This is an optimization exercise on Yosys and OpenROAD, whose aim is small area and a short achievable clock period, not a production implementation.
RTL that was checked went through simulation tests only; none was proved equivalent to the original.
No functional check of the RTL was part of runs 2 and 3.
Power and IR drop assume default switching activity.

==> flow/design.v (outline; a module is shown in full before it is edited, if it fits) <==
// module kernelRegs: 36 lines
// module windowBuffer: 42 lines
// module convMac: 3448 lines
// module fullAdder: 10 lines
// module maxPool: 54 lines
// module gtCompare: 149 lines
// module gtNodeP: 11 lines
// module gtNodeN: 11 lines
// module convPoolLayer: 56 lines
module convPoolLayer (
    input  logic               clock,
    input  logic               rstN,
    input  logic               pixValid,
    input  cnnPkg::pixelT      pixData,
    input  logic               coefValid,
    input  cnnPkg::coefWriteT  coefWr,
    output logic               poolValid,
    output cnnPkg::poolSampleT poolOut
);
  // ...
==> flow/run.sh <==
#!/bin/bash
# synth_recipe.tcl (not shown) runs the flow's synth.tcl, then flattens the netlist and writes it again
# the make line also repeats each setting of config.mk as NAME=value (left out here)
make -C /OpenROAD-flow-scripts/flow DESIGN_CONFIG=/design/flow/config.mk WORK_HOME=/design/flow/orfs CLKGATE_MAP_FILE= SYNTH_SCRIPT=/design/flow/synth_recipe.tcl finish
==> flow/config.mk <==
export PLATFORM = sky130hd
export DESIGN_NAME = convPoolLayer
export DESIGN_NICKNAME = convPoolLayer
export VERILOG_FILES = /design/flow/design.v
export SDC_FILE = /design/flow/constraint.sdc
export NUM_CORES = 4
export LEC_CHECK = 0
export CAP_MARGIN = 20
export CORE_MARGIN = 2
export CORE_UTILIZATION = 65
export SETUP_SLACK_MARGIN = 4.0
export SLEW_MARGIN = 20
export SYNTH_HIERARCHICAL = 1
==> flow/constraint.sdc <==
create_clock -name core_clock -period 6.5 [get_ports {clock}]
set_input_delay 1.3000 -clock core_clock [delete_from_list [all_inputs] [get_ports {clock}]]
set_output_delay 1.3000 -clock core_clock [all_outputs]
set_load 0.01 [all_outputs]
==> impl_metrics.py, run 1 <==
metrics = {
    "routing": {
        "drc_errors": 0,
        "viasPerCell": 5.92,
        "antenna_left": 0,
        "drt-initial-drc-count": 1583,
    },
    "yosys": {
        "synth_nets": 2866,
        "syn_area_per_cell_um2": 14.6,
        "syn_inst": 2245,
    },
    "grt": {
        "busiest_layer": "met2",
        "grt_max_degree": 87,
        "track_usage_pct": 34.5,
        "grt_pass1_vias": 21028,
        "grt_util_met1_pct": 43.9,
    },
    "placed_design": {
        "io_buffers": 48,
        "gp_congestion": 0.973,
        "post-place-ws_ps": 3280,
        "dp.cells": 2918,
    },
    "power_and_ir_drop": {
        "p_int_mw": 12.7,
        "cellPowerDensity_nw_per_um2": 549,
        "irDropWorstVdd_mv": 0.375,
    },
    "run_status": {
        "status": "timing/DRC/antenna clean",
    },
    "worst_setup_path": {
        "crit_type": "reg -> reg",
        "cp_top_family": "adder cells",
        "worstSetupPathDepth": 4,
        "arrival_ps": 3060,
        "critPathLaunchType": "flip-flop",
    },
    "timing": {
        "setup_viol": 0,
        "timing.setup.tns_ps": 0,
        "finalHoldViolCount": 0,
    },
    "final_layout": {
        "seq_cell_count": 647,
        "final_cell_mix": "537 x fa_1, 486 x nand2_1, 338 x dfxtp_1",
        "final_area_um2": 37600,
        "buf_share_pct": 4.85,
        "largestClassByArea": "multi-input gates",
    },
    "hold_path": {
        "hold_start": "uConvMac.s1r0$_DFF_P_",
    },
}
==> inputs of run 2 (changes only) <==
--- a/flow/design.v
+++ b/flow/design.v
@@ -2892,80 +2892,80 @@
     fullAdder uFa184 (.a(pp560), .b(pp561), .c(pp562), .s(fs184), .co(fc184));
     fullAdder uFa185 (.a(pp563), .b(pp564), .c(pp565), .s(fs185), .co(fc185));
     fullAdder uFa186 (.a(pp566), .b(pp567), .c(pp568), .s(fs186), .co(fc186));
     fullAdder uFa187 (.a(pp569), .b(pp570), .c(pp571), .s(fs187), .co(fc187));
     fullAdder uFa188 (.a(pp572), .b(pp573), .c(pp574), .s(fs188), .co(fc188));
     fullAdder uFa189 (.a(pp575), .b(pp576), .c(pp577), .s(fs189), .co(fc189));
     fullAdder uFa190 (.a(pp578), .b(pp579), .c(pp580), .s(fs190), .co(fc190));
     fullAdder uFa191 (.a(pp581), .b(pp582), .c(pp583), .s(fs191), .co(fc191));
-    fullAdder uFa192 (.a(fs0), .b(fs1), .c(fs2), .s(fs192), .co(fc192));
-    fullAdder uFa193 (.a(fc0), .b(fc1), .c(fc2), .s(fs193), .co(fc193));
-    fullAdder uFa194 (.a(fs3), .b(fs4), .c(fs5), .s(fs194), .co(fc194));
-    fullAdder uFa195 (.a(fs6), .b(fs7), .c(fs8), .s(fs195), .co(fc195));
-    fullAdder uFa196 (.a(fc3), .b(fc4), .c(fc5), .s(fs196), .co(fc196));
-    fullAdder uFa197 (.a(fc6), .b(fc7), .c(fc8), .s(fs197), .co(fc197));
-    fullAdder uFa198 (.a(fs9), .b(fs10), .c(fs11), .s(fs198), .co(fc198));
-    fullAdder uFa199 (.a(fs12), .b(fs13), .c(fs14), .s(fs199), .co(fc199));
-    fullAdder uFa200 (.a(fs15), .b(fs16), .c(fs17), .s(fs200), .co(fc200));
-    fullAdder uFa201 (.a(fc9), .b(fc10), .c(fc11), .s(fs201), .co(fc201));
-    fullAdder uFa202 (.a(fc12), .b(fc13), .c(fc14), .s(fs202), .co(fc202));
-    fullAdder uFa203 (.a(fc15), .b(fc16), .c(fc17), .s(fs203), .co(fc203));
-    fullAdder uFa204 (.a(fs18), .b(fs19), .c(fs20), .s(fs204), .co(fc204));
-    fullAdder uFa205 (.a(fs21), .b(fs22), .c(fs23), .s(fs205), .co(fc205));
-    fullAdder uFa206 (.a(fs24), .b(fs25), .c(fs26), .s(fs206), .co(fc206));
-    fullAdder uFa207 (.a(fs27), .b(fs28), .c(fs29), .s(fs207), .co(fc207));
-    fullAdder uFa208 (.a(fc18), .b(fc19), .c(fc20), .s(fs208), .co(fc208));
-    fullAdder uFa209 (.a(fc21), .b(fc22), .c(fc23), .s(fs209), .co(fc209));
-    fullAdder uFa210 (.a(fc24), .b(fc25), .c(fc26), .s(fs210), .co(fc210));
-    fullAdder uFa211 (.a(fc27), .b(fc28), .c(fc29), .s(fs211), .co(fc211));
-    fullAdder uFa212 (.a(fs30), .b(fs31), .c(fs32), .s(fs212), .co(fc212));
-    fullAdder uFa213 (.a(fs33), .b(fs34), .c(fs35), .s(fs213), .co(fc213));
-    fullAdder uFa214 (.a(fs36), .b(fs37), .c(fs38), .s(fs214), .co(fc214));
-    fullAdder uFa215 (.a(fs39), .b(fs40), .c(fs41), .s(fs215), .co(fc215));
-    fullAdder uFa216 (.a(fs42), .b(fs43), .c(fs44), .s(fs216), .co(fc216));
-    fullAdder uFa217 (.a(fc30), .b(fc31), .c(fc32), .s(fs217), .co(fc217));
-    fullAdder uFa218 (.a(fc33), .b(fc34), .c(fc35), .s(fs218), .co(fc218));
-    fullAdder uFa219 (.a(fc36), .b(fc37), .c(fc38), .s(fs219), .co(fc219));
-    fullAdder uFa220 (.a(fc39), .b(fc40), .c(fc41), .s(fs220), .co(fc220));
-    fullAdder uFa221 (.a(fc42), .b(fc43), .c(fc44), .s(fs221), .co(fc221));
-    fullAdder uFa222 (.a(fs45), .b(fs46), .c(fs47), .s(fs222), .co(fc222));
-    fullAdder uFa223 (.a(fs48), .b(fs49), .c(fs50), .s(fs223), .co(fc223));
-    fullAdder uFa224 (.a(fs51), .b(fs52), .c(fs53), .s(fs224), .co(fc224));
-    fullAdder uFa225 (.a(fs54), .b(fs55), .c(fs56), .s(fs225), .co(fc225));
-    fullAdder uFa226 (.a(fs57), .b(fs58), .c(fs59), .s(fs226), .co(fc226));
-    fullAdder uFa227 (.a(fs60), .b(fs61), .c(fs62), .s(fs227), .co(fc227));
-    fullAdder uFa228 (.a(fc45), .b(fc46), .c(fc47), .s(fs228), .co(fc228));
-    fullAdder uFa229 (.a(fc48), .b(fc49), .c(fc50), .s(fs229), .co(fc229));
-    fullAdder uFa230 (.a(fc51), .b(fc52), .c(fc53), .s(fs230), .co(fc230));
-    fullAdder uFa231 (.a(fc54), .b(fc55), .c(fc56), .s(fs231), .co(fc231));
-    fullAdder uFa232 (.a(fc57), .b(fc58), .c(fc59), .s(fs232), .co(fc232));
-    fullAdder uFa233 (.a(fc60), .b(fc61), .c(fc62), .s(fs233), .co(fc233));
-    fullAdder uFa234 (.a(fs63), .b(fs64), .c(fs65), .s(fs234), .co(fc234));
-    fullAdder uFa235 (.a(fs66), .b(fs67), .c(fs68), .s(fs235), .co(fc235));
-    fullAdder uFa236 (.a(fs69), .b(fs70), .c(fs71), .s(fs236), .co(fc236));
-    fullAdder uFa237 (.a(fs72), .b(fs73), .c(fs74), .s(fs237), .co(fc237));
-    fullAdder uFa238 (.a(fs75), .b(fs76), .c(fs77), .s(fs238), .co(fc238));
-    fullAdder uFa239 (.a(fs78), .b(fs79), .c(fs80), .s(fs239), .co(fc239));
-    fullAdder uFa240 (.a(fs81), .b(fs82), .c(fs83), .s(fs240), .co(fc240));
-    fullAdder uFa241 (.a(fc63), .b(fc64), .c(fc65), .s(fs241), .co(fc241));
-    fullAdder uFa242 (.a(fc66), .b(fc67), .c(fc68), .s(fs242), .co(fc242));
-    fullAdder uFa243 (.a(fc69), .b(fc70), .c(fc71), .s(fs243), .co(fc243));
-    fullAdder uFa244 (.a(fc72), .b(fc73), .c(fc74), .s(fs244), .co(fc244));
-    fullAdder uFa245 (.a(fc75), .b(fc76), .c(fc77), .s(fs245), .co(fc245));
-    fullAdder uFa246 (.a(fc78), .b(fc79), .c(fc80), .s(fs246), .co(fc246));
-    fullAdder uFa247 (.a(fc81), .b(fc82), .c(fc83), .s(fs247), .co(fc247));
-    fullAdder uFa248 (.a(fs84), .b(fs85), .c(fs86), .s(fs248), .co(fc248));
-    fullAdder uFa249 (.a(fs87), .b(fs88), .c(fs89), .s(fs249), .co(fc249));
-    fullAdder uFa250 (.a(fs90), .b(fs91), .c(fs92), .s(fs250), .co(fc250));
-    fullAdder uFa251 (.a(fs93), .b(fs94), .c(fs95), .s(fs251), .co(fc251));
-    fullAdder uFa252 (.a(fs96), .b(fs97), .c(fs98), .s(fs252), .co(fc252));
-    fullAdder uFa253 (.a(fs99), .b(fs100), .c(fs101), .s(fs253), .co(fc253));
-    fullAdder uFa254 (.a(fs102), .b(fs103), .c(fs104), .s(fs254), .co(fc254));
-    fullAdder uFa255 (.a(fs105), .b(fs106), .c(fs107), .s(fs255), .co(fc255));
+    fullAdder uFa192 (.a(pp9), .b(fs0), .c(fs1), .s(fs192), .co(fc192));
+    fullAdder uFa193 (.a(pp28), .b(fc0), .c(fc1), .s(fs193), .co(fc193));
+    fullAdder uFa194 (.a(fc2), .b(fs3), .c(fs4), .s(fs194), .co(fc194));
+    fullAdder uFa195 (.a(fs5), .b(fs6), .c(fs7), .s(fs195), .co(fc195));
+    fullAdder uFa196 (.a(pp56), .b(fc3), .c(fc4), .s(fs196), .co(fc196));
+    fullAdder uFa197 (.a(fc5), .b(fc6), .c(fc7), .s(fs197), .co(fc197));
+    fullAdder uFa198 (.a(fc8), .b(fs9), .c(fs10), .s(fs198), .co(fc198));
+    fullAdder uFa199 (.a(fs11), .b(fs12), .c(fs13), .s(fs199), .co(fc199));
+    fullAdder uFa200 (.a(fs14), .b(fs15), .c(fs16), .s(fs200), .co(fc200));
+    fullAdder uFa201 (.a(pp93), .b(fc9), .c(fc10), .s(fs201), .co(fc201));
+    fullAdder uFa202 (.a(fc11), .b(fc12), .c(fc13), .s(fs202), .co(fc202));
+    fullAdder uFa203 (.a(fc14), .b(fc15), .c(fc16), .s(fs203), .co(fc203));
+    fullAdder uFa204 (.a(fc17), .b(fs18), .c(fs19), .s(fs204), .co(fc204));
+    fullAdder uFa205 (.a(fs20), .b(fs21), .c(fs22), .s(fs205), .co(fc205));
+    fullAdder uFa206 (.a(fs23), .b(fs24), .c(fs25), .s(fs206), .co(fc206));
+    fullAdder uFa207 (.a(fs26), .b(fs27), .c(fs28), .s(fs207), .co(fc207));
+    fullAdder uFa208 (.a(pp139), .b(fc18), .c(fc19), .s(fs208), .co(fc208));
+    fullAdder uFa209 (.a(fc20), .b(fc21), .c(fc22), .s(fs209), .co(fc209));
+    fullAdder uFa210 (.a(fc23), .b(fc24), .c(fc25), .s(fs210), .co(fc210));
+    fullAdder uFa211 (.a(fc26), .b(fc27), .c(fc28), .s(fs211), .co(fc211));
+    fullAdder uFa212 (.a(fc29), .b(fs30), .c(fs31), .s(fs212), .co(fc212));
+    fullAdder uFa213 (.a(fs32), .b(fs33), .c(fs34), .s(fs213), .co(fc213));
+    fullAdder uFa214 (.a(fs35), .b(fs36), .c(fs37), .s(fs214), .co(fc214));
+    fullAdder uFa215 (.a(fs38), .b(fs39), .c(fs40), .s(fs215), .co(fc215));
+    fullAdder uFa216 (.a(fs41), .b(fs42), .c(fs43), .s(fs216), .co(fc216));
+    fullAdder uFa217 (.a(pp194), .b(fc30), .c(fc31), .s(fs217), .co(fc217));
+    fullAdder uFa218 (.a(fc32), .b(fc33), .c(fc34), .s(fs218), .co(fc218));
+    fullAdder uFa219 (.a(fc35), .b(fc36), .c(fc37), .s(fs219), .co(fc219));
+    fullAdder uFa220 (.a(fc38), .b(fc39), .c(fc40), .s(fs220), .co(fc220));
+    fullAdder uFa221 (.a(fc41), .b(fc42), .c(fc43), .s(fs221), .co(fc221));
+    fullAdder uFa222 (.a(fc44), .b(fs45), .c(fs46), .s(fs222), .co(fc222));
+    fullAdder uFa223 (.a(fs47), .b(fs48), .c(fs49), .s(fs223), .co(fc223));
+    fullAdder uFa224 (.a(fs50), .b(fs51), .c(fs52), .s(fs224), .co(fc224));
+    fullAdder uFa225 (.a(fs53), .b(fs54), .c(fs55), .s(fs225), .co(fc225));
+    fullAdder uFa226 (.a(fs56), .b(fs57), .c(fs58), .s(fs226), .co(fc226));
+    fullAdder uFa227 (.a(fs59), .b(fs60), .c(fs61), .s(fs227), .co(fc227));
+    fullAdder uFa228 (.a(pp258), .b(fc45), .c(fc46), .s(fs228), .co(fc228));
+    fullAdder uFa229 (.a(fc47), .b(fc48), .c(fc49), .s(fs229), .co(fc229));
+    fullAdder uFa230 (.a(fc50), .b(fc51), .c(fc52), .s(fs230), .co(fc230));
+    fullAdder uFa231 (.a(fc53), .b(fc54), .c(fc55), .s(fs231), .co(fc231));
+    fullAdder uFa232 (.a(fc56), .b(fc57), .c(fc58), .s(fs232), .co(fc232));
+    fullAdder uFa233 (.a(fc59), .b(fc60), .c(fc61), .s(fs233), .co(fc233));
+    fullAdder uFa234 (.a(fc62), .b(fs63), .c(fs64), .s(fs234), .co(fc234));
+    fullAdder uFa235 (.a(fs65), .b(fs66), .c(fs67), .s(fs235), .co(fc235));
+    fullAdder uFa236 (.a(fs68), .b(fs69), .c(fs70), .s(fs236), .co(fc236));
+    fullAdder uFa237 (.a(fs71), .b(fs72), .c(fs73), .s(fs237), .co(fc237));
+    fullAdder uFa238 (.a(fs74), .b(fs75), .c(fs76), .s(fs238), .co(fc238));
+    fullAdder uFa239 (.a(fs77), .b(fs78), .c(fs79), .s(fs239), .co(fc239));
+    fullAdder uFa240 (.a(fs80), .b(fs81), .c(fs82), .s(fs240), .co(fc240));
+    fullAdder uFa241 (.a(pp331), .b(fc63), .c(fc64), .s(fs241), .co(fc241));
+    fullAdder uFa242 (.a(fc65), .b(fc66), .c(fc67), .s(fs242), .co(fc242));
+    fullAdder uFa243 (.a(fc68), .b(fc69), .c(fc70), .s(fs243), .co(fc243));
+    fullAdder uFa244 (.a(fc71), .b(fc72), .c(fc73), .s(fs244), .co(fc244));
+    fullAdder uFa245 (.a(fc74), .b(fc75), .c(fc76), .s(fs245), .co(fc245));
+    fullAdder uFa246 (.a(fc77), .b(fc78), .c(fc79), .s(fs246), .co(fc246));
+    fullAdder uFa247 (.a(fc80), .b(fc81), .c(fc82), .s(fs247), .co(fc247));
+    fullAdder uFa248 (.a(fc83), .b(fs84), .c(fs85), .s(fs248), .co(fc248));
+    fullAdder uFa249 (.a(fs86), .b(fs87), .c(fs88), .s(fs249), .co(fc249));
+    fullAdder uFa250 (.a(fs89), .b(fs90), .c(fs91), .s(fs250), .co(fc250));
+    fullAdder uFa251 (.a(fs92), .b(fs93), .c(fs94), .s(fs251), .co(fc251));
+    fullAdder uFa252 (.a(fs95), .b(fs96), .c(fs97), .s(fs252), .co(fc252));
+    fullAdder uFa253 (.a(fs98), .b(fs99), .c(fs100), .s(fs253), .co(fc253));
+    fullAdder uFa254 (.a(fs101), .b(fs102), .c(fs103), .s(fs254), .co(fc254));
+    fullAdder uFa255 (.a(fs104), .b(fs105), .c(fs106), .s(fs255), .co(fc255));
     fullAdder uFa256 (.a(fc84), .b(fc85), .c(fc86), .s(fs256), .co(fc256));
     fullAdder uFa257 (.a(fc87), .b(fc88), .c(fc89), .s(fs257), .co(fc257));
     fullAdder uFa258 (.a(fc90), .b(fc91), .c(fc92), .s(fs258), .co(fc258));
     fullAdder uFa259 (.a(fc93), .b(fc94), .c(fc95), .s(fs259), .co(fc259));
     fullAdder uFa260 (.a(fc96), .b(fc97), .c(fc98), .s(fs260), .co(fc260));
     fullAdder uFa261 (.a(fc99), .b(fc100), .c(fc101), .s(fs261), .co(fc261));
     fullAdder uFa262 (.a(fc102), .b(fc103), .c(fc104), .s(fs262), .co(fc262));
     fullAdder uFa263 (.a(fc105), .b(fc106), .c(fc107), .s(fs263), .co(fc263));
@@ -3020,55 +3020,55 @@
     fullAdder uFa312 (.a(fc177), .b(fc178), .c(fc179), .s(fs312), .co(fc312));
     fullAdder uFa313 (.a(fc180), .b(fc181), .c(fc182), .s(fs313), .co(fc313));
     fullAdder uFa314 (.a(fs183), .b(fs184), .c(fs185), .s(fs314), .co(fc314));
     fullAdder uFa315 (.a(fs186), .b(fs187), .c(fs188), .s(fs315), .co(fc315));
     fullAdder uFa316 (.a(fc183), .b(fc184), .c(fc185), .s(fs316), .co(fc316));
     fullAdder uFa317 (.a(fc186), .b(fc187), .c(fc188), .s(fs317), .co(fc317));
     fullAdder uFa318 (.a(fs189), .b(fs190), .c(fs191), .s(fs318), .co(fc318));
     fullAdder uFa319 (.a(fc189), .b(fc190), .c(fc191), .s(fs319), .co(fc319));
-    fullAdder uFa320 (.a(fc192), .b(fs193), .c(fs194), .s(fs320), .co(fc320));
-    fullAdder uFa321 (.a(fc193), .b(fc194), .c(fc195), .s(fs321), .co(fc321));
-    fullAdder uFa322 (.a(fs196), .b(fs197), .c(fs198), .s(fs322), .co(fc322));
-    fullAdder uFa323 (.a(fs199), .b(fs200), .c(pp56), .s(fs323), .co(fc323));
-    fullAdder uFa324 (.a(fc196), .b(fc197), .c(fc198), .s(fs324), .co(fc324));
-    fullAdder uFa325 (.a(fc199), .b(fc200), .c(fs201), .s(fs325), .co(fc325));
-    fullAdder uFa326 (.a(fs202), .b(fs203), .c(fs204), .s(fs326), .co(fc326));
-    fullAdder uFa327 (.a(fs205), .b(fs206), .c(fs207), .s(fs327), .co(fc327));
-    fullAdder uFa328 (.a(fc201), .b(fc202), .c(fc203), .s(fs328), .co(fc328));
-    fullAdder uFa329 (.a(fc204), .b(fc205), .c(fc206), .s(fs329), .co(fc329));
-    fullAdder uFa330 (.a(fc207), .b(fs208), .c(fs209), .s(fs330), .co(fc330));
-    fullAdder uFa331 (.a(fs210), .b(fs211), .c(fs212), .s(fs331), .co(fc331));
-    fullAdder uFa332 (.a(fs213), .b(fs214), .c(fs215), .s(fs332), .co(fc332));
-    fullAdder uFa333 (.a(fc208), .b(fc209), .c(fc210), .s(fs333), .co(fc333));
-    fullAdder uFa334 (.a(fc211), .b(fc212), .c(fc213), .s(fs334), .co(fc334));
-    fullAdder uFa335 (.a(fc214), .b(fc215), .c(fc216), .s(fs335), .co(fc335));
-    fullAdder uFa336 (.a(fs217), .b(fs218), .c(fs219), .s(fs336), .co(fc336));
-    fullAdder uFa337 (.a(fs220), .b(fs221), .c(fs222), .s(fs337), .co(fc337));
-    fullAdder uFa338 (.a(fs223), .b(fs224), .c(fs225), .s(fs338), .co(fc338));
-    fullAdder uFa339 (.a(fs226), .b(fs227), .c(pp194), .s(fs339), .co(fc339));
-    fullAdder uFa340 (.a(fc217), .b(fc218), .c(fc219), .s(fs340), .co(fc340));
-    fullAdder uFa341 (.a(fc220), .b(fc221), .c(fc222), .s(fs341), .co(fc341));
-    fullAdder uFa342 (.a(fc223), .b(fc224), .c(fc225), .s(fs342), .co(fc342));
-    fullAdder uFa343 (.a(fc226), .b(fc227), .c(fs228), .s(fs343), .co(fc343));
-    fullAdder uFa344 (.a(fs229), .b(fs230), .c(fs231), .s(fs344), .co(fc344));
-    fullAdder uFa345 (.a(fs232), .b(fs233), .c(fs234), .s(fs345), .co(fc345));
-    fullAdder uFa346 (.a(fs235), .b(fs236), .c(fs237), .s(fs346), .co(fc346));
-    fullAdder uFa347 (.a(fs238), .b(fs239), .c(fs240), .s(fs347), .co(fc347));
-    fullAdder uFa348 (.a(fc228), .b(fc229), .c(fc230), .s(fs348), .co(fc348));
-    fullAdder uFa349 (.a(fc231), .b(fc232), .c(fc233), .s(fs349), .co(fc349));
-    fullAdder uFa350 (.a(fc234), .b(fc235), .c(fc236), .s(fs350), .co(fc350));
-    fullAdder uFa351 (.a(fc237), .b(fc238), .c(fc239), .s(fs351), .co(fc351));
-    fullAdder uFa352 (.a(fc240), .b(fs241), .c(fs242), .s(fs352), .co(fc352));
-    fullAdder uFa353 (.a(fs243), .b(fs244), .c(fs245), .s(fs353), .co(fc353));
-    fullAdder uFa354 (.a(fs246), .b(fs247), .c(fs248), .s(fs354), .co(fc354));
-    fullAdder uFa355 (.a(fs249), .b(fs250), .c(fs251), .s(fs355), .co(fc355));
-    fullAdder uFa356 (.a(fs252), .b(fs253), .c(fs254), .s(fs356), .co(fc356));
-    assign fs357 = fs255 ^ pp331;
-    assign fc357 = fs255 & pp331;
+    fullAdder uFa320 (.a(fs8), .b(fc192), .c(fs193), .s(fs320), .co(fc320));
+    fullAdder uFa321 (.a(fs17), .b(fc193), .c(fc194), .s(fs321), .co(fc321));
+    fullAdder uFa322 (.a(fs196), .b(fc195), .c(fs197), .s(fs322), .co(fc322));
+    fullAdder uFa323 (.a(fs198), .b(fs199), .c(fs200), .s(fs323), .co(fc323));
+    fullAdder uFa324 (.a(fs29), .b(fc196), .c(fc197), .s(fs324), .co(fc324));
+    fullAdder uFa325 (.a(fc198), .b(fs201), .c(fc199), .s(fs325), .co(fc325));
+    fullAdder uFa326 (.a(fc200), .b(fs202), .c(fs203), .s(fs326), .co(fc326));
+    fullAdder uFa327 (.a(fs204), .b(fs205), .c(fs206), .s(fs327), .co(fc327));
+    fullAdder uFa328 (.a(fs44), .b(fc201), .c(fc202), .s(fs328), .co(fc328));
+    fullAdder uFa329 (.a(fc203), .b(fc204), .c(fs208), .s(fs329), .co(fc329));
+    fullAdder uFa330 (.a(fc205), .b(fc206), .c(fc207), .s(fs330), .co(fc330));
+    fullAdder uFa331 (.a(fs209), .b(fs210), .c(fs211), .s(fs331), .co(fc331));
+    fullAdder uFa332 (.a(fs212), .b(fs213), .c(fs214), .s(fs332), .co(fc332));
+    fullAdder uFa333 (.a(fs62), .b(fc208), .c(fc209), .s(fs333), .co(fc333));
+    fullAdder uFa334 (.a(fc210), .b(fc211), .c(fc212), .s(fs334), .co(fc334));
+    fullAdder uFa335 (.a(fs217), .b(fc213), .c(fc214), .s(fs335), .co(fc335));
+    fullAdder uFa336 (.a(fc215), .b(fc216), .c(fs218), .s(fs336), .co(fc336));
+    fullAdder uFa337 (.a(fs219), .b(fs220), .c(fs221), .s(fs337), .co(fc337));
+    fullAdder uFa338 (.a(fs222), .b(fs223), .c(fs224), .s(fs338), .co(fc338));
+    fullAdder uFa339 (.a(fs225), .b(fs226), .c(fs227), .s(fs339), .co(fc339));
+    fullAdder uFa340 (.a(fs83), .b(fc217), .c(fc218), .s(fs340), .co(fc340));
+    fullAdder uFa341 (.a(fc219), .b(fc220), .c(fc221), .s(fs341), .co(fc341));
+    fullAdder uFa342 (.a(fc222), .b(fs228), .c(fc223), .s(fs342), .co(fc342));
+    fullAdder uFa343 (.a(fc224), .b(fc225), .c(fc226), .s(fs343), .co(fc343));
+    fullAdder uFa344 (.a(fc227), .b(fs229), .c(fs230), .s(fs344), .co(fc344));
+    fullAdder uFa345 (.a(fs231), .b(fs232), .c(fs233), .s(fs345), .co(fc345));
+    fullAdder uFa346 (.a(fs234), .b(fs235), .c(fs236), .s(fs346), .co(fc346));
+    fullAdder uFa347 (.a(fs237), .b(fs238), .c(fs239), .s(fs347), .co(fc347));
+    fullAdder uFa348 (.a(fs107), .b(fc228), .c(fc229), .s(fs348), .co(fc348));
+    fullAdder uFa349 (.a(fc230), .b(fc231), .c(fc232), .s(fs349), .co(fc349));
+    fullAdder uFa350 (.a(fc233), .b(fc234), .c(fs241), .s(fs350), .co(fc350));
+    fullAdder uFa351 (.a(fc235), .b(fc236), .c(fc237), .s(fs351), .co(fc351));
+    fullAdder uFa352 (.a(fc238), .b(fc239), .c(fc240), .s(fs352), .co(fc352));
+    fullAdder uFa353 (.a(fs242), .b(fs243), .c(fs244), .s(fs353), .co(fc353));
+    fullAdder uFa354 (.a(fs245), .b(fs246), .c(fs247), .s(fs354), .co(fc354));
+    fullAdder uFa355 (.a(fs248), .b(fs249), .c(fs250), .s(fs355), .co(fc355));
+    fullAdder uFa356 (.a(fs251), .b(fs252), .c(fs253), .s(fs356), .co(fc356));
+    assign fs357 = fs254 ^ fs255;
+    assign fc357 = fs254 & fs255;
     fullAdder uFa358 (.a(fc241), .b(fc242), .c(fc243), .s(fs358), .co(fc358));
     fullAdder uFa359 (.a(fc244), .b(fc245), .c(fc246), .s(fs359), .co(fc359));
     fullAdder uFa360 (.a(fc247), .b(fc248), .c(fc249), .s(fs360), .co(fc360));
     fullAdder uFa361 (.a(fc250), .b(fc251), .c(fc252), .s(fs361), .co(fc361));
     fullAdder uFa362 (.a(fc253), .b(fc254), .c(fc255), .s(fs362), .co(fc362));
     fullAdder uFa363 (.a(fs256), .b(fs257), .c(fs258), .s(fs363), .co(fc363));
     fullAdder uFa364 (.a(fs259), .b(fs260), .c(fs261), .s(fs364), .co(fc364));
     fullAdder uFa365 (.a(fs262), .b(fs263), .c(fs264), .s(fs365), .co(fc365));
@@ -3107,44 +3107,44 @@
     fullAdder uFa397 (.a(fc304), .b(fc305), .c(fc306), .s(fs397), .co(fc397));
     fullAdder uFa398 (.a(fc307), .b(fc308), .c(fc309), .s(fs398), .co(fc398));
     fullAdder uFa399 (.a(fc310), .b(fs311), .c(fs312), .s(fs399), .co(fc399));
     fullAdder uFa400 (.a(fs313), .b(fs314), .c(fs315), .s(fs400), .co(fc400));
     fullAdder uFa401 (.a(fc311), .b(fc312), .c(fc313), .s(fs401), .co(fc401));
     fullAdder uFa402 (.a(fc314), .b(fc315), .c(fs316), .s(fs402), .co(fc402));
     fullAdder uFa403 (.a(fc316), .b(fc317), .c(fc318), .s(fs403), .co(fc403));
     always_ff @(posedge clock) begin
-        s1r0 <= fs192;
-        s1r1 <= pp9;
+        s1r0 <= fs2;
+        s1r1 <= fs192;
         s1r2 <= fs320;
-        s1r3 <= fs195;
-        s1r4 <= pp28;
+        s1r3 <= fs194;
+        s1r4 <= fs195;
         s1r5 <= fc320;
         s1r6 <= fs321;
         s1r7 <= fs322;
         s1r8 <= fs323;
         s1r9 <= fc321;
         s1r10 <= fc322;
         s1r11 <= fc323;
         s1r12 <= fs324;
         s1r13 <= fs325;
         s1r14 <= fs326;
         s1r15 <= fs327;
-        s1r16 <= pp93;
+        s1r16 <= fs207;
         s1r17 <= fc324;
         s1r18 <= fc325;
         s1r19 <= fc326;
         s1r20 <= fc327;
         s1r21 <= fs328;
         s1r22 <= fs329;
         s1r23 <= fs330;
         s1r24 <= fs331;
         s1r25 <= fs332;
-        s1r26 <= fs216;
-        s1r27 <= pp139;
+        s1r26 <= fs215;
+        s1r27 <= fs216;
         s1r28 <= fc328;
         s1r29 <= fc329;
         s1r30 <= fc330;
         s1r31 <= fc331;
         s1r32 <= fc332;
         s1r33 <= fs333;
         s1r34 <= fs334;
         s1r35 <= fs335;
@@ -3162,17 +3162,17 @@
         s1r47 <= fs340;
         s1r48 <= fs341;
         s1r49 <= fs342;
         s1r50 <= fs343;
         s1r51 <= fs344;
         s1r52 <= fs345;
         s1r53 <= fs346;
         s1r54 <= fs347;
-        s1r55 <= pp258;
+        s1r55 <= fs240;
         s1r56 <= fc340;
         s1r57 <= fc341;
         s1r58 <= fc342;
         s1r59 <= fc343;
         s1r60 <= fc344;
         s1r61 <= fc345;
         s1r62 <= fc346;
         s1r63 <= fc347;
@@ -3346,141 +3346,141 @@
     fullAdder uFa452 (.a(s1r159), .b(s1r160), .c(s1r161), .s(fs452), .co(fc452));
     fullAdder uFa453 (.a(s1r162), .b(s1r163), .c(s1r164), .s(fs453), .co(fc453));
     fullAdder uFa454 (.a(s1r165), .b(s1r166), .c(s1r167), .s(fs454), .co(fc454));
     fullAdder uFa455 (.a(s1r168), .b(s1r169), .c(s1r170), .s(fs455), .co(fc455));
     fullAdder uFa456 (.a(s1r171), .b(s1r172), .c(s1r173), .s(fs456), .co(fc456));
     fullAdder uFa457 (.a(s1r176), .b(s1r177), .c(s1r178), .s(fs457), .co(fc457));
     assign fs458 = s1r180 ^ s1r181;
     assign fc458 = s1r180 & s1r181;
-    fullAdder uFa459 (.a(fc404), .b(fs405), .c(s1r8), .s(fs459), .co(fc459));
-    fullAdder uFa460 (.a(fc405), .b(fs406), .c(fs407), .s(fs460), .co(fc460));
-    fullAdder uFa461 (.a(fc406), .b(fc407), .c(fs408), .s(fs461), .co(fc461));
-    fullAdder uFa462 (.a(fs409), .b(fs410), .c(s1r26), .s(fs462), .co(fc462));
+    fullAdder uFa459 (.a(s1r8), .b(fc404), .c(fs405), .s(fs459), .co(fc459));
+    fullAdder uFa460 (.a(s1r15), .b(s1r16), .c(fc405), .s(fs460), .co(fc460));
+    fullAdder uFa461 (.a(s1r26), .b(s1r27), .c(fc406), .s(fs461), .co(fc461));
+    fullAdder uFa462 (.a(fc407), .b(fs408), .c(fs409), .s(fs462), .co(fc462));
     fullAdder uFa463 (.a(fc408), .b(fc409), .c(fc410), .s(fs463), .co(fc463));
     fullAdder uFa464 (.a(fs411), .b(fs412), .c(fs413), .s(fs464), .co(fc464));
-    fullAdder uFa465 (.a(fc411), .b(fc412), .c(fc413), .s(fs465), .co(fc465));
-    fullAdder uFa466 (.a(fc414), .b(fs415), .c(fs416), .s(fs466), .co(fc466));
-    fullAdder uFa467 (.a(fs417), .b(fs418), .c(fs419), .s(fs467), .co(fc467));
+    fullAdder uFa465 (.a(s1r55), .b(fc411), .c(fc412), .s(fs465), .co(fc465));
+    fullAdder uFa466 (.a(fc413), .b(fc414), .c(fs415), .s(fs466), .co(fc466));
+    fullAdder uFa467 (.a(fs416), .b(fs417), .c(fs418), .s(fs467), .co(fc467));
     fullAdder uFa468 (.a(fc415), .b(fc416), .c(fc417), .s(fs468), .co(fc468));
     fullAdder uFa469 (.a(fc418), .b(fc419), .c(fs420), .s(fs469), .co(fc469));
     fullAdder uFa470 (.a(fs421), .b(fs422), .c(fs423), .s(fs470), .co(fc470));
-    fullAdder uFa471 (.a(fc420), .b(fc421), .c(fc422), .s(fs471), .co(fc471));
-    fullAdder uFa472 (.a(fc423), .b(fc424), .c(fc425), .s(fs472), .co(fc472));
-    fullAdder uFa473 (.a(fs426), .b(fs427), .c(fs428), .s(fs473), .co(fc473));
-    fullAdder uFa474 (.a(fs429), .b(fs430), .c(fs431), .s(fs474), .co(fc474));
-    fullAdder uFa475 (.a(fc426), .b(fc427), .c(fc428), .s(fs475), .co(fc475));
-    fullAdder uFa476 (.a(fc429), .b(fc430), .c(fc431), .s(fs476), .co(fc476));
-    fullAdder uFa477 (.a(fs432), .b(fs433), .c(fs434), .s(fs477), .co(fc477));
-    fullAdder uFa478 (.a(fs435), .b(fs436), .c(fs437), .s(fs478), .co(fc478));
-    fullAdder uFa479 (.a(fc432), .b(fc433), .c(fc434), .s(fs479), .co(fc479));
-    fullAdder uFa480 (.a(fc435), .b(fc436), .c(fc437), .s(fs480), .co(fc480));
-    fullAdder uFa481 (.a(fs438), .b(fs439), .c(fs440), .s(fs481), .co(fc481));
-    fullAdder uFa482 (.a(fs441), .b(fs442), .c(s1r129), .s(fs482), .co(fc482));
+    fullAdder uFa471 (.a(s1r92), .b(s1r93), .c(fc420), .s(fs471), .co(fc471));
+    fullAdder uFa472 (.a(fc421), .b(fc422), .c(fc423), .s(fs472), .co(fc472));
+    fullAdder uFa473 (.a(fc424), .b(fc425), .c(fs426), .s(fs473), .co(fc473));
+    fullAdder uFa474 (.a(fs427), .b(fs428), .c(fs429), .s(fs474), .co(fc474));
+    fullAdder uFa475 (.a(s1r112), .b(s1r113), .c(fc426), .s(fs475), .co(fc475));
+    fullAdder uFa476 (.a(fc427), .b(fc428), .c(fc429), .s(fs476), .co(fc476));
+    fullAdder uFa477 (.a(fc430), .b(fc431), .c(fs432), .s(fs477), .co(fc477));
+    fullAdder uFa478 (.a(fs433), .b(fs434), .c(fs435), .s(fs478), .co(fc478));
+    fullAdder uFa479 (.a(s1r129), .b(s1r130), .c(fc432), .s(fs479), .co(fc479));
+    fullAdder uFa480 (.a(fc433), .b(fc434), .c(fc435), .s(fs480), .co(fc480));
+    fullAdder uFa481 (.a(fc436), .b(fc437), .c(fs438), .s(fs481), .co(fc481));
+    fullAdder uFa482 (.a(fs439), .b(fs440), .c(fs441), .s(fs482), .co(fc482));
     fullAdder uFa483 (.a(fc438), .b(fc439), .c(fc440), .s(fs483), .co(fc483));
     fullAdder uFa484 (.a(fc441), .b(fc442), .c(fs443), .s(fs484), .co(fc484));
     fullAdder uFa485 (.a(fs444), .b(fs445), .c(fs446), .s(fs485), .co(fc485));
-    fullAdder uFa486 (.a(fc443), .b(fc444), .c(fc445), .s(fs486), .co(fc486));
-    fullAdder uFa487 (.a(fc446), .b(fc447), .c(fs448), .s(fs487), .co(fc487));
-    fullAdder uFa488 (.a(fs449), .b(fs450), .c(fs451), .s(fs488), .co(fc488));
+    fullAdder uFa486 (.a(s1r158), .b(fc443), .c(fc444), .s(fs486), .co(fc486));
+    fullAdder uFa487 (.a(fc445), .b(fc446), .c(fc447), .s(fs487), .co(fc487));
+    fullAdder uFa488 (.a(fs448), .b(fs449), .c(fs450), .s(fs488), .co(fc488));
     fullAdder uFa489 (.a(fc448), .b(fc449), .c(fc450), .s(fs489), .co(fc489));
     fullAdder uFa490 (.a(fc451), .b(fs452), .c(fs453), .s(fs490), .co(fc490));
-    fullAdder uFa491 (.a(fc452), .b(fc453), .c(fc454), .s(fs491), .co(fc491));
-    fullAdder uFa492 (.a(fs455), .b(fs456), .c(s1r174), .s(fs492), .co(fc492));
-    fullAdder uFa493 (.a(fc455), .b(fc456), .c(fs457), .s(fs493), .co(fc493));
-    fullAdder uFa494 (.a(fc459), .b(fs460), .c(s1r15), .s(fs494), .co(fc494));
-    fullAdder uFa495 (.a(fc460), .b(fs461), .c(fs462), .s(fs495), .co(fc495));
-    fullAdder uFa496 (.a(fc461), .b(fc462), .c(fs463), .s(fs496), .co(fc496));
-    fullAdder uFa497 (.a(fc463), .b(fc464), .c(fs465), .s(fs497), .co(fc497));
-    fullAdder uFa498 (.a(fs466), .b(fs467), .c(s1r55), .s(fs498), .co(fc498));
-    fullAdder uFa499 (.a(fc465), .b(fc466), .c(fc467), .s(fs499), .co(fc499));
-    fullAdder uFa500 (.a(fs468), .b(fs469), .c(fs470), .s(fs500), .co(fc500));
-    fullAdder uFa501 (.a(fc468), .b(fc469), .c(fc470), .s(fs501), .co(fc501));
-    fullAdder uFa502 (.a(fs471), .b(fs472), .c(fs473), .s(fs502), .co(fc502));
-    fullAdder uFa503 (.a(fs474), .b(s1r92), .c(s1r93), .s(fs503), .co(fc503));
-    fullAdder uFa504 (.a(fc471), .b(fc472), .c(fc473), .s(fs504), .co(fc504));
-    fullAdder uFa505 (.a(fc474), .b(fs475), .c(fs476), .s(fs505), .co(fc505));
-    fullAdder uFa506 (.a(fs477), .b(fs478), .c(s1r112), .s(fs506), .co(fc506));
-    fullAdder uFa507 (.a(fc475), .b(fc476), .c(fc477), .s(fs507), .co(fc507));
-    fullAdder uFa508 (.a(fc478), .b(fs479), .c(fs480), .s(fs508), .co(fc508));
-    fullAdder uFa509 (.a(fs481), .b(fs482), .c(s1r130), .s(fs509), .co(fc509));
-    fullAdder uFa510 (.a(fc479), .b(fc480), .c(fc481), .s(fs510), .co(fc510));
-    fullAdder uFa511 (.a(fc482), .b(fs483), .c(fs484), .s(fs511), .co(fc511));
-    fullAdder uFa512 (.a(fc483), .b(fc484), .c(fc485), .s(fs512), .co(fc512));
-    fullAdder uFa513 (.a(fs486), .b(fs487), .c(fs488), .s(fs513), .co(fc513));
-    fullAdder uFa514 (.a(fc486), .b(fc487), .c(fc488), .s(fs514), .co(fc514));
-    fullAdder uFa515 (.a(fs489), .b(fs490), .c(fs454), .s(fs515), .co(fc515));
-    fullAdder uFa516 (.a(fc489), .b(fc490), .c(fs491), .s(fs516), .co(fc516));
-    fullAdder uFa517 (.a(fc491), .b(fc492), .c(fs493), .s(fs517), .co(fc517));
-    fullAdder uFa518 (.a(fc493), .b(fc457), .c(fs458), .s(fs518), .co(fc518));
+    fullAdder uFa491 (.a(s1r174), .b(s1r175), .c(fc452), .s(fs491), .co(fc491));
+    fullAdder uFa492 (.a(fc453), .b(fc454), .c(fs455), .s(fs492), .co(fc492));
+    fullAdder uFa493 (.a(s1r179), .b(fc455), .c(fc456), .s(fs493), .co(fc493));
+    fullAdder uFa494 (.a(fs406), .b(fs407), .c(fc459), .s(fs494), .co(fc494));
+    fullAdder uFa495 (.a(fs410), .b(fc460), .c(fs461), .s(fs495), .co(fc495));
+    fullAdder uFa496 (.a(fs414), .b(fc461), .c(fc462), .s(fs496), .co(fc496));
+    fullAdder uFa497 (.a(fs419), .b(fc463), .c(fs465), .s(fs497), .co(fc497));
+    fullAdder uFa498 (.a(fc464), .b(fs466), .c(fs467), .s(fs498), .co(fc498));
+    fullAdder uFa499 (.a(fs424), .b(fs425), .c(fc465), .s(fs499), .co(fc499));
+    fullAdder uFa500 (.a(fc466), .b(fc467), .c(fs468), .s(fs500), .co(fc500));
+    fullAdder uFa501 (.a(fs430), .b(fs431), .c(fc468), .s(fs501), .co(fc501));
+    fullAdder uFa502 (.a(fc469), .b(fs471), .c(fc470), .s(fs502), .co(fc502));
+    fullAdder uFa503 (.a(fs472), .b(fs473), .c(fs474), .s(fs503), .co(fc503));
+    fullAdder uFa504 (.a(fs436), .b(fs437), .c(fc471), .s(fs504), .co(fc504));
+    fullAdder uFa505 (.a(fc472), .b(fc473), .c(fs475), .s(fs505), .co(fc505));
+    fullAdder uFa506 (.a(fc474), .b(fs476), .c(fs477), .s(fs506), .co(fc506));
+    fullAdder uFa507 (.a(fs442), .b(fc475), .c(fc476), .s(fs507), .co(fc507));
+    fullAdder uFa508 (.a(fc477), .b(fs479), .c(fc478), .s(fs508), .co(fc508));
+    fullAdder uFa509 (.a(fs480), .b(fs481), .c(fs482), .s(fs509), .co(fc509));
+    fullAdder uFa510 (.a(fs447), .b(fc479), .c(fc480), .s(fs510), .co(fc510));
+    fullAdder uFa511 (.a(fc481), .b(fc482), .c(fs483), .s(fs511), .co(fc511));
+    fullAdder uFa512 (.a(fs451), .b(fc483), .c(fc484), .s(fs512), .co(fc512));
+    fullAdder uFa513 (.a(fs486), .b(fc485), .c(fs487), .s(fs513), .co(fc513));
+    fullAdder uFa514 (.a(fs454), .b(fc486), .c(fc487), .s(fs514), .co(fc514));
+    fullAdder uFa515 (.a(fc488), .b(fs489), .c(fs490), .s(fs515), .co(fc515));
+    fullAdder uFa516 (.a(fs456), .b(fc489), .c(fs491), .s(fs516), .co(fc516));
+    fullAdder uFa517 (.a(fs457), .b(fc491), .c(fc492), .s(fs517), .co(fc517));
+    fullAdder uFa518 (.a(fc457), .b(fs458), .c(fc493), .s(fs518), .co(fc518));
     always_ff @(posedge clock) begin
         s2r182 <= s1r0;
         s2r183 <= s1r1;
         s2r184 <= fs404;
         s2r185 <= fs459;
         s2r186 <= fs494;
-        s2r187 <= s1r16;
+        s2r187 <= fs460;
         s2r188 <= fc494;
         s2r189 <= fs495;
-        s2r190 <= s1r27;
+        s2r190 <= fs462;
         s2r191 <= fc495;
         s2r192 <= fs496;
-        s2r193 <= fs464;
-        s2r194 <= fs414;
+        s2r193 <= fs463;
+        s2r194 <= fs464;
         s2r195 <= fc496;
         s2r196 <= fs497;
         s2r197 <= fs498;
         s2r198 <= fc497;
         s2r199 <= fc498;
         s2r200 <= fs499;
         s2r201 <= fs500;
-        s2r202 <= fs424;
-        s2r203 <= fs425;
+        s2r202 <= fs469;
+        s2r203 <= fs470;
         s2r204 <= fc499;
         s2r205 <= fc500;
         s2r206 <= fs501;
         s2r207 <= fs502;
         s2r208 <= fs503;
         s2r209 <= fc501;
         s2r210 <= fc502;
         s2r211 <= fc503;
         s2r212 <= fs504;
         s2r213 <= fs505;
         s2r214 <= fs506;
-        s2r215 <= s1r113;
+        s2r215 <= fs478;
         s2r216 <= fc504;
         s2r217 <= fc505;
         s2r218 <= fc506;
         s2r219 <= fs507;
         s2r220 <= fs508;
         s2r221 <= fs509;
         s2r222 <= fc507;
         s2r223 <= fc508;
         s2r224 <= fc509;
         s2r225 <= fs510;
         s2r226 <= fs511;
-        s2r227 <= fs485;
-        s2r228 <= fs447;
+        s2r227 <= fs484;
+        s2r228 <= fs485;
         s2r229 <= fc510;
         s2r230 <= fc511;
         s2r231 <= fs512;
         s2r232 <= fs513;
-        s2r233 <= s1r158;
+        s2r233 <= fs488;
         s2r234 <= fc512;
         s2r235 <= fc513;
         s2r236 <= fs514;
         s2r237 <= fs515;
         s2r238 <= fc514;
         s2r239 <= fc515;
         s2r240 <= fs516;
-        s2r241 <= fs492;
-        s2r242 <= s1r175;
+        s2r241 <= fc490;
+        s2r242 <= fs492;
         s2r243 <= fc516;
         s2r244 <= fs517;
-        s2r245 <= s1r179;
+        s2r245 <= fs493;
         s2r246 <= fc517;
         s2r247 <= fs518;
         s2r248 <= fc518;
         s2r249 <= fc458;
     end
     fullAdder uFa519 (.a(s2r188), .b(s2r189), .c(s2r190), .s(fs519), .co(fc519));
     fullAdder uFa520 (.a(s2r191), .b(s2r192), .c(s2r193), .s(fs520), .co(fc520));
     fullAdder uFa521 (.a(s2r195), .b(s2r196), .c(s2r197), .s(fs521), .co(fc521));
@@ -3494,70 +3494,70 @@
     fullAdder uFa529 (.a(s2r222), .b(s2r223), .c(s2r224), .s(fs529), .co(fc529));
     fullAdder uFa530 (.a(s2r225), .b(s2r226), .c(s2r227), .s(fs530), .co(fc530));
     fullAdder uFa531 (.a(s2r229), .b(s2r230), .c(s2r231), .s(fs531), .co(fc531));
     fullAdder uFa532 (.a(s2r234), .b(s2r235), .c(s2r236), .s(fs532), .co(fc532));
     fullAdder uFa533 (.a(s2r238), .b(s2r239), .c(s2r240), .s(fs533), .co(fc533));
     fullAdder uFa534 (.a(s2r243), .b(s2r244), .c(s2r245), .s(fs534), .co(fc534));
     assign fs535 = s2r248 ^ s2r249;
     assign fc535 = s2r248 & s2r249;
-    fullAdder uFa536 (.a(fc519), .b(fs520), .c(s2r194), .s(fs536), .co(fc536));
+    fullAdder uFa536 (.a(s2r194), .b(fc519), .c(fs520), .s(fs536), .co(fc536));
     fullAdder uFa537 (.a(fc521), .b(fs522), .c(fs523), .s(fs537), .co(fc537));
-    fullAdder uFa538 (.a(fc522), .b(fc523), .c(fs524), .s(fs538), .co(fc538));
-    fullAdder uFa539 (.a(fc524), .b(fs525), .c(fs526), .s(fs539), .co(fc539));
+    fullAdder uFa538 (.a(s2r207), .b(s2r208), .c(fc522), .s(fs538), .co(fc538));
+    fullAdder uFa539 (.a(s2r215), .b(fc524), .c(fs525), .s(fs539), .co(fc539));
     fullAdder uFa540 (.a(fc525), .b(fc526), .c(fs527), .s(fs540), .co(fc540));
-    fullAdder uFa541 (.a(fc527), .b(fc528), .c(fs529), .s(fs541), .co(fc541));
-    fullAdder uFa542 (.a(fc529), .b(fc530), .c(fs531), .s(fs542), .co(fc542));
-    fullAdder uFa543 (.a(fc531), .b(fs532), .c(s2r237), .s(fs543), .co(fc543));
-    fullAdder uFa544 (.a(fc532), .b(fs533), .c(s2r241), .s(fs544), .co(fc544));
+    fullAdder uFa541 (.a(s2r228), .b(fc527), .c(fc528), .s(fs541), .co(fc541));
+    fullAdder uFa542 (.a(s2r232), .b(s2r233), .c(fc529), .s(fs542), .co(fc542));
+    fullAdder uFa543 (.a(s2r237), .b(fc531), .c(fs532), .s(fs543), .co(fc543));
+    fullAdder uFa544 (.a(s2r241), .b(s2r242), .c(fc532), .s(fs544), .co(fc544));
     assign fs545 = fc533 ^ fs534;
     assign fc545 = fc533 & fs534;
-    fullAdder uFa546 (.a(fc534), .b(s2r246), .c(s2r247), .s(fs546), .co(fc546));
-    fullAdder uFa547 (.a(fc536), .b(fc520), .c(fs521), .s(fs547), .co(fc547));
-    fullAdder uFa548 (.a(fc537), .b(fs538), .c(s2r207), .s(fs548), .co(fc548));
-    fullAdder uFa549 (.a(fc538), .b(fs539), .c(s2r215), .s(fs549), .co(fc549));
-    fullAdder uFa550 (.a(fc539), .b(fs540), .c(fs528), .s(fs550), .co(fc550));
-    fullAdder uFa551 (.a(fc540), .b(fs541), .c(fs530), .s(fs551), .co(fc551));
-    fullAdder uFa552 (.a(fc541), .b(fs542), .c(s2r232), .s(fs552), .co(fc552));
-    fullAdder uFa553 (.a(fc543), .b(fs544), .c(s2r242), .s(fs553), .co(fc553));
+    fullAdder uFa546 (.a(s2r246), .b(s2r247), .c(fc534), .s(fs546), .co(fc546));
+    fullAdder uFa547 (.a(fc520), .b(fs521), .c(fc536), .s(fs547), .co(fc547));
+    fullAdder uFa548 (.a(fc523), .b(fs524), .c(fs538), .s(fs548), .co(fc548));
+    fullAdder uFa549 (.a(fs526), .b(fc538), .c(fs539), .s(fs549), .co(fc549));
+    fullAdder uFa550 (.a(fs528), .b(fc539), .c(fs540), .s(fs550), .co(fc550));
+    fullAdder uFa551 (.a(fs529), .b(fs530), .c(fc540), .s(fs551), .co(fc551));
+    fullAdder uFa552 (.a(fc530), .b(fs531), .c(fc541), .s(fs552), .co(fc552));
+    fullAdder uFa553 (.a(fs533), .b(fc543), .c(fs544), .s(fs553), .co(fc553));
     always_ff @(posedge clock) begin
         s3r250 <= s2r182;
         s3r251 <= s2r183;
         s3r252 <= s2r184;
         s3r253 <= s2r185;
         s3r254 <= s2r186;
         s3r255 <= s2r187;
         s3r256 <= fs519;
         s3r257 <= fs536;
         s3r258 <= fs547;
         s3r259 <= fc547;
         s3r260 <= fs537;
         s3r261 <= fs548;
-        s3r262 <= s2r208;
+        s3r262 <= fc537;
         s3r263 <= fc548;
         s3r264 <= fs549;
         s3r265 <= fc549;
         s3r266 <= fs550;
         s3r267 <= fc550;
         s3r268 <= fs551;
-        s3r269 <= s2r228;
+        s3r269 <= fs541;
         s3r270 <= fc551;
         s3r271 <= fs552;
-        s3r272 <= s2r233;
+        s3r272 <= fs542;
         s3r273 <= fc552;
         s3r274 <= fc542;
         s3r275 <= fs543;
         s3r276 <= fs553;
         s3r277 <= fc553;
         s3r278 <= fc544;
         s3r279 <= fs545;
-        s3r280 <= fc545;
-        s3r281 <= fs546;
-        s3r282 <= fc546;
-        s3r283 <= fs535;
+        s3r280 <= fs546;
+        s3r281 <= fc545;
+        s3r282 <= fs535;
+        s3r283 <= fc546;
         s3r284 <= fc535;
     end
     assign hs0 = ~(s3r267 ^ s3r268);
     assign hc0 = s3r267 | s3r268;
     fullAdder uFa554 (.a(s3r270), .b(s3r271), .c(s3r272), .s(fs554), .co(fc554));
     fullAdder uFa555 (.a(s3r273), .b(s3r274), .c(s3r275), .s(fs555), .co(fc555));
     assign hs1 = ~(s3r277 ^ s3r278);
     assign hc1 = s3r277 | s3r278;
==> flow/config.mk (replaced) <==
export PLATFORM = sky130hd
export DESIGN_NAME = convPoolLayer
export DESIGN_NICKNAME = convPoolLayer
export VERILOG_FILES = /design/flow/design.v
export SDC_FILE = /design/flow/constraint.sdc
export NUM_CORES = 4
export LEC_CHECK = 0
export CAP_MARGIN = 20
export CORE_MARGIN = 2
export CORE_UTILIZATION = 65
export SETUP_SLACK_MARGIN = 4.3
export SLEW_MARGIN = 20
export SYNTH_HIERARCHICAL = 1
==> impl_metrics.py, run 2 <==
metrics = {
    "power_and_ir_drop": {
        "finalPower_mw": 22.4,
        "irDropWorstVdd_mv": 0.327,
        "power_leakage_nw": 15.5,
        "cellPowerDensity_nw_per_um2": 544,
    },
    "clocking": {
        "cts_tree": "done",
        "cts.sinks": 647,
        "clkLatencyLatePin_ps": 620,
        "root_buffer": "clkbuf_16",
        "ctsHoldBuffers": 0,
        "cts_buffer_depth": 3,
        "cts-htree-levels": 3,
        "cts.clk_slew.worst_paths_ps": 60,
        "cts_made_buffers": 68,
    },
    "worst_setup_path": {
        "critPathLaunchType": "flip-flop",
        "crit_path_frequent_cell": "fa_2",
        "crit_end": "uConvMac.s1r111$_DFF_P_",
        "end_kind": "flip-flop",
        "worst-r2r-setup-slack_ps": 3990,
        "rr_worst_depth": 4,
        "crit_buf_inv": 0,
        "r2r-end": "uConvMac.s1r111$_DFF_P_",
        "cp_top_family": "adder cells",
        "arrival_ps": 2970,
        "crit_chain": "and2_4, fa_2, fa_2, fa_1",
        "crit_required_ps": 6950,
        "worstSetupPathDepth": 4,
        "cpPeakStageDelay_ps": 560,
        "crit_slowest_cell": "edfxtp_1",
        "worstReg2RegStart": "uWindowBuffer.shift[18][7]$_DFFE_PP_",
        "crit_type": "reg -> reg",
        "critPathMaxFanout": 8,
        "cp-startpoint": "uWindowBuffer.shift[18][7]$_DFFE_PP_",
    },
    "routing": {
        "drt-initial-drc-count": 2159,
        "viasPerCell": 6.09,
        "antenna_left": 0,
        "via_count": 20345,
        "drt-total-wl_um": 99900,
        "drc_errors": 0,
        "drt_first_pass_iters": 8,
        "wl_per_cell_um": 29.9,
    },
    "yosys": {
        "synth_nets": 2866,
        "syn_inst": 2245,
        "synth_warnings": 13,
        "syn_area_per_cell_um2": 14.6,
        "netlist_area_um2": 32700,
    },
    "timing": {
        "rsz0062_at_grt": "yes",
        "fmax_mhz": 398,
        "fin_worst_skew_ps": 34.3,
        "slew_headroom_pct": 43.3,
        "finalHoldViolCount": 0,
        "slew_violations": 0,
        "min_period_ps": 2510,
        "fin_crit_sh_pct": 38.7,
        "timing.setup.tns_ps": 0,
        "setup_viol": 0,
        "worst-slew-pin-transition_ps": 850,
        "setup_slack_ps": 3990,
    },
    "die": {
        "die_y_um": 228,
        "fp-row-count": 82,
        "dieArea_um2": 52200,
        "coreArea_um2": 50000,
        "start_util_pct": 65.5,
        "ios": 49,
        "fp.dieW_um": 228,
    },
    "run": {
        "cap_violations": 0,
    },
    "final_layout": {
        "nets": 3231,
        "final_cell_mix": "409 x nand2_1, 324 x dfxtp_1, 294 x fa_2",
        "largest_register_ffs": 152,
        "top_regs": "uWindowBuffer.shift x152, uKernelRegs.wgt x72, uMaxPool.pairQ x38",
        "final_area_um2": 41100,
        "fin_cells": 3339,
        "drive_gt1_share_pct": 42.0,
        "top_register": "uWindowBuffer.shift",
        "final_common_cell": "nand2_1",
        "area_delta_synth_final_pct": 25.5,
    },
    "grt": {
        "gr-total-overflow": 0,
        "antenna_found_initial": 2,
        "grt_pass1_wl_um": 141000,
        "grt_max_degree": 60,
        "grt_pass1_vias": 22247,
        "track_usage_pct": 38.4,
    },
    "placed_design": {
        "io_buffers": 48,
        "post-place-ws_ps": 3440,
        "gp_congestion": 0.994,
        "dpl_cell_area_um2": 34000,
        "dp.cells": 2919,
        "detailed_place_hpwl_um": 64600,
    },
    "run_status": {
        "status": "timing/DRC/antenna clean",
    },
    "hold_path": {
        "min_path_type": "reg -> reg",
    },
}
[run 2: worst min path at each step]
stage	from	end	slack, ps	depth (start not counted)
global placement	uConvMac.s1r1$_DFF_P_	uConvMac.s2r183$_DFF_P_	310	0
detailed placement	uConvMac.s2r184$_DFF_P_	uConvMac.s3r252$_DFF_P_	310	0
finish	uConvMac.s2r185$_DFF_P_	uConvMac.s3r253$_DFF_P_	330	0
global route	uConvMac.s2r185$_DFF_P_	uConvMac.s3r253$_DFF_P_	330	0
CTS	uConvMac.s2r182$_DFF_P_	uConvMac.s3r250$_DFF_P_	330	0
floorplan	uConvMac.s1r0$_DFF_P_	uConvMac.s2r182$_DFF_P_	310	0
[run 2: power by group]
group / internal (mW) / switching (mW)
Clock: 2.30 / 1.63
Sequential: 5.92 / 1.16
Combinational: 5.49 / 5.84
[run 2: what timing repair did]
action | CTS | global route
resized for setup | 494 | 295
buffers inserted | 216 | 75
gates cloned | 1 | 1
endpoints found under the setup margin | 293 | 354
pin swaps | 131 | 203
[run 2: routing by layer]
metal	up-vias	GRT usage, %	routed length, µm
li1	7982	-	-
met1	10373	47.4	34200
met2	1451	59.6	45900
met3	537	10.0	10500
met4	2	27.3	9310
met5	-	0	12
[run 2: layout make-up]
type / count / area (µm²)
Multi-Input combinational cell: 1484 / 18200
Sequential cell: 647 / 15700
Fill cell: 2550 / 8880
Timing Repair Buffer: 347 / 3850
Clock buffer: 101 / 1990
Tap cell: 672 / 841
Clock inverter: 23 / 258
Inverter: 62 / 233
Antenna cell: 3 / 7.51
[run 2: stage by stage]
step	utilization, %	hold slack (ps)
after floorplan	-	310
after global placement	68.0	311
after detailed placement	68.1	312
after CTS	78.9	325
after global routing	82.2	330
final	82.2	325
==> inputs of run 3 (changes only) <==
--- a/flow/config.mk
+++ b/flow/config.mk
@@ -9,5 +9,7 @@
 export CORE_MARGIN = 2
 export CORE_UTILIZATION = 65
-export SETUP_SLACK_MARGIN = 4.3
+export CTS_CLUSTER_DIAMETER = 80
+export CTS_CLUSTER_SIZE = 20
+export SETUP_SLACK_MARGIN = 4.0
 export SLEW_MARGIN = 20
 export SYNTH_HIERARCHICAL = 1
==> impl_metrics.py, run 3 <==
metrics = {
    "timing": {
        "fmax_mhz": 395,
        "rsz0062_at_grt": "yes",
        "fin_crit_sh_pct": 38.9,
        "slew_headroom_pct": 28.9,
        "fin_worst_skew_ps": 37.9,
        "setup_viol": 0,
        "worst-slew-pin-transition_ps": 1070,
        "timing.setup.tns_ps": 0,
        "worst_hold_slack_ps": 320,
        "slew_violations": 0,
        "finalHoldViolCount": 0,
        "min_period_ps": 2530,
    },
    "yosys": {
        "netlist_area_um2": 32700,
        "synth_warnings": 13,
        "syn_area_per_cell_um2": 14.6,
        "synth_nets": 2866,
        "syn_inst": 2245,
    },
    "worst_setup_path": {
        "cp-startpoint": "uKernelRegs.wgt[57]$_DFFE_PN0P_",
        "worst-r2r-setup-slack_ps": 3970,
        "crit_type": "reg -> reg",
        "rr_worst_depth": 4,
        "end_kind": "flip-flop",
        "crit_required_ps": 6970,
        "critPathLaunchType": "flip-flop",
        "critPathMaxFanout": 9,
        "worstReg2RegStart": "uKernelRegs.wgt[57]$_DFFE_PN0P_",
        "arrival_ps": 3000,
        "r2r-end": "uConvMac.s1r93$_DFF_P_",
    },
    "placed_design": {
        "dpl_cell_area_um2": 33900,
        "dp.cells": 2919,
        "detailed_place_hpwl_um": 64700,
        "gp_congestion": 1.00,
        "io_buffers": 48,
    },
    "clocking": {
        "cts-htree-levels": 2,
        "root_buffer": "clkbuf_16",
        "cts_buffer_depth": 3,
        "clkLatencyLatePin_ps": 620,
        "cts_tree": "done",
        "cts_made_buffers": 43,
        "cts.sinks": 647,
        "cts.clk_slew.worst_paths_ps": 80,
    },
    "grt": {
        "grt_pass1_wl_um": 131000,
        "grt_pass1_vias": 20622,
        "gr-total-overflow": 0,
        "grt_max_degree": 103,
        "antenna_found_initial": 3,
        "track_usage_pct": 35.2,
    },
    "hold_path": {
        "min_path_type": "reg -> reg",
        "min_to": "uConvMac.s3r253$_DFF_P_",
        "hold_start": "uConvMac.s2r185$_DFF_P_",
        "hold_path_depth": 0,
    },
    "routing": {
        "drt_first_pass_iters": 5,
        "via_count": 18762,
        "wl_per_cell_um": 28.1,
        "antenna_left": 0,
        "drt-initial-drc-count": 1769,
        "drc_errors": 0,
        "drt-total-wl_um": 88100,
        "viasPerCell": 6.00,
    },
    "final_layout": {
        "fin_cells": 3129,
        "nFillCells": 3166,
        "multi_input_area_um2": 16800,
        "nets": 3044,
        "final_util_pct": 73.5,
        "largest_register_ffs": 152,
        "regArea_um2": 15600,
        "top_register": "uWindowBuffer.shift",
        "final_cell_mix": "545 x fa_1, 489 x nand2_1, 336 x dfxtp_1",
        "final_common_cell": "fa_1",
        "final_area_um2": 36700,
        "area_delta_synth_final_pct": 12.2,
        "top_regs": "uWindowBuffer.shift x152, uKernelRegs.wgt x72, uMaxPool.pairQ x38",
        "drive_gt1_share_pct": 17.4,
    },
    "die": {
        "dieArea_um2": 52200,
        "ios": 49,
        "fp.dieW_um": 228,
        "start_util_pct": 65.5,
        "coreArea_um2": 50000,
        "fp-row-count": 82,
        "die_y_um": 228,
    },
    "power_and_ir_drop": {
        "irDropWorstVdd_mv": 0.260,
        "cellPowerDensity_nw_per_um2": 524,
        "power_leakage_nw": 13.8,
    },
    "run": {
        "cap_violations": 0,
    },
    "run_status": {
        "status": "timing/DRC/antenna clean",
    },
}
-- run 3: worst max path at each step --
stage / cells past startpoint / slack, ps / endpoint
2_1_floorplan: 5 / 4220 / uConvMac.s1r167$_DFF_P_
3_3_place_gp: 2 / 3360 / uWindowBuffer.shift[9][3]$_DFFE_PP_
3_5_place_dp: 2 / 3270 / uWindowBuffer.shift[10][3]$_DFFE_PP_
4_1_cts: 1 / 3910 / poolOut[5]
5_1_grt: 12 / 3930 / uMaxPool.other[18]$_DFFE_PP_
6_report: 4 / 3970 / uConvMac.s1r93$_DFF_P_
-- run 3: area by class of cell --
class | instances | area share (%)
inverter | 62 | 0.633
timing repair buffer | 185 | 5.15
clock buffer | 66 | 3.19
clock inverter | 12 | 0.429
antenna | 1 | 0.00681
tap | 672 | 2.29
multi-input combinational | 1484 | 45.8
sequential | 647 | 42.5
-- run 3: through the flow --
stage | worst slack, ps | total power, mW
2_1_floorplan | 4220 | 12.4
3_5_place_dp | 3270 | 16.3
3_3_place_gp | 3360 | 15.9
6_report | 3970 | 19.2
5_1_grt | 3930 | 20.7
4_1_cts | 3910 | 19.1
-- run 3: repair_timing --
item                       4_1_cts  5_1_grt
hold buffers                     0        0
buffers inserted                97       33
gates resized for setup         91       77
gates cloned                     0        1
pin swaps                        4       26
setup endpoints to repair      233      117
-- run 3: routing by layer --
layer	track usage (%)	vias up	share of wire, %
met5	0	-	0
met4	15.5	0	5.9
met3	8.62	322	9.9
met2	57.1	1100	48
met1	45.7	9773	37
li1	-	7567	-
-- run 3: worst max-delay path: stages, from the launching register on --
cell	delay, ps
dfrtp_1	700
and2_1	240
fa_1	450
fa_1	580
fa_1	420
-- run 3: power breakdown --
group	internal, mW	switching [mW]	total [mW]
registers	5.89	1.23	7.13
clock network	1.30	1.44	2.74
logic	4.32	5.05	9.37
total	11.5	7.72	19.2

## re-timing with driven ports
The flow's constraints put no driver on any port. The routed layouts listed below were extracted and timed again, unchanged, in two steps.
Step 1 (the two cells are an assumption about what drives the block):
set clk [get_ports {clock}]
set_driving_cell -lib_cell sky130_fd_sc_hd__clkbuf_16 $clk
set_driving_cell -lib_cell sky130_fd_sc_hd__buf_2 [delete_from_list [all_inputs] $clk]
Step 2 adds t to the input delays and takes it off the output delays; t is the mean of the earliest and latest rising clock arrival at the registers after step 1. Input paths then give back, and output paths get back, about the clock's delay inside the block.
Slacks: ideal / step 1 / step 2; pairs: ideal / step 1.
run | t, ns | setup WS [ns] | worst setup path at the end | latest minus earliest clock arrival (ns)
run 1 | 0.664 | 3.970 / 3.970 / 3.519 | input to register | 0.018 / 0.018
run 2 | 0.666 | 3.986 / 3.986 / 3.782 | input to register | 0.034 / 0.034
run 3 | 0.656 | 3.971 / 3.971 / 3.500 | input to register | 0.039 / 0.038
After both steps setup and hold are still met in every run listed. The setup slack of run 3, which loses most, moves by 0.000 ns with the drivers and by -0.471 ns with both steps.
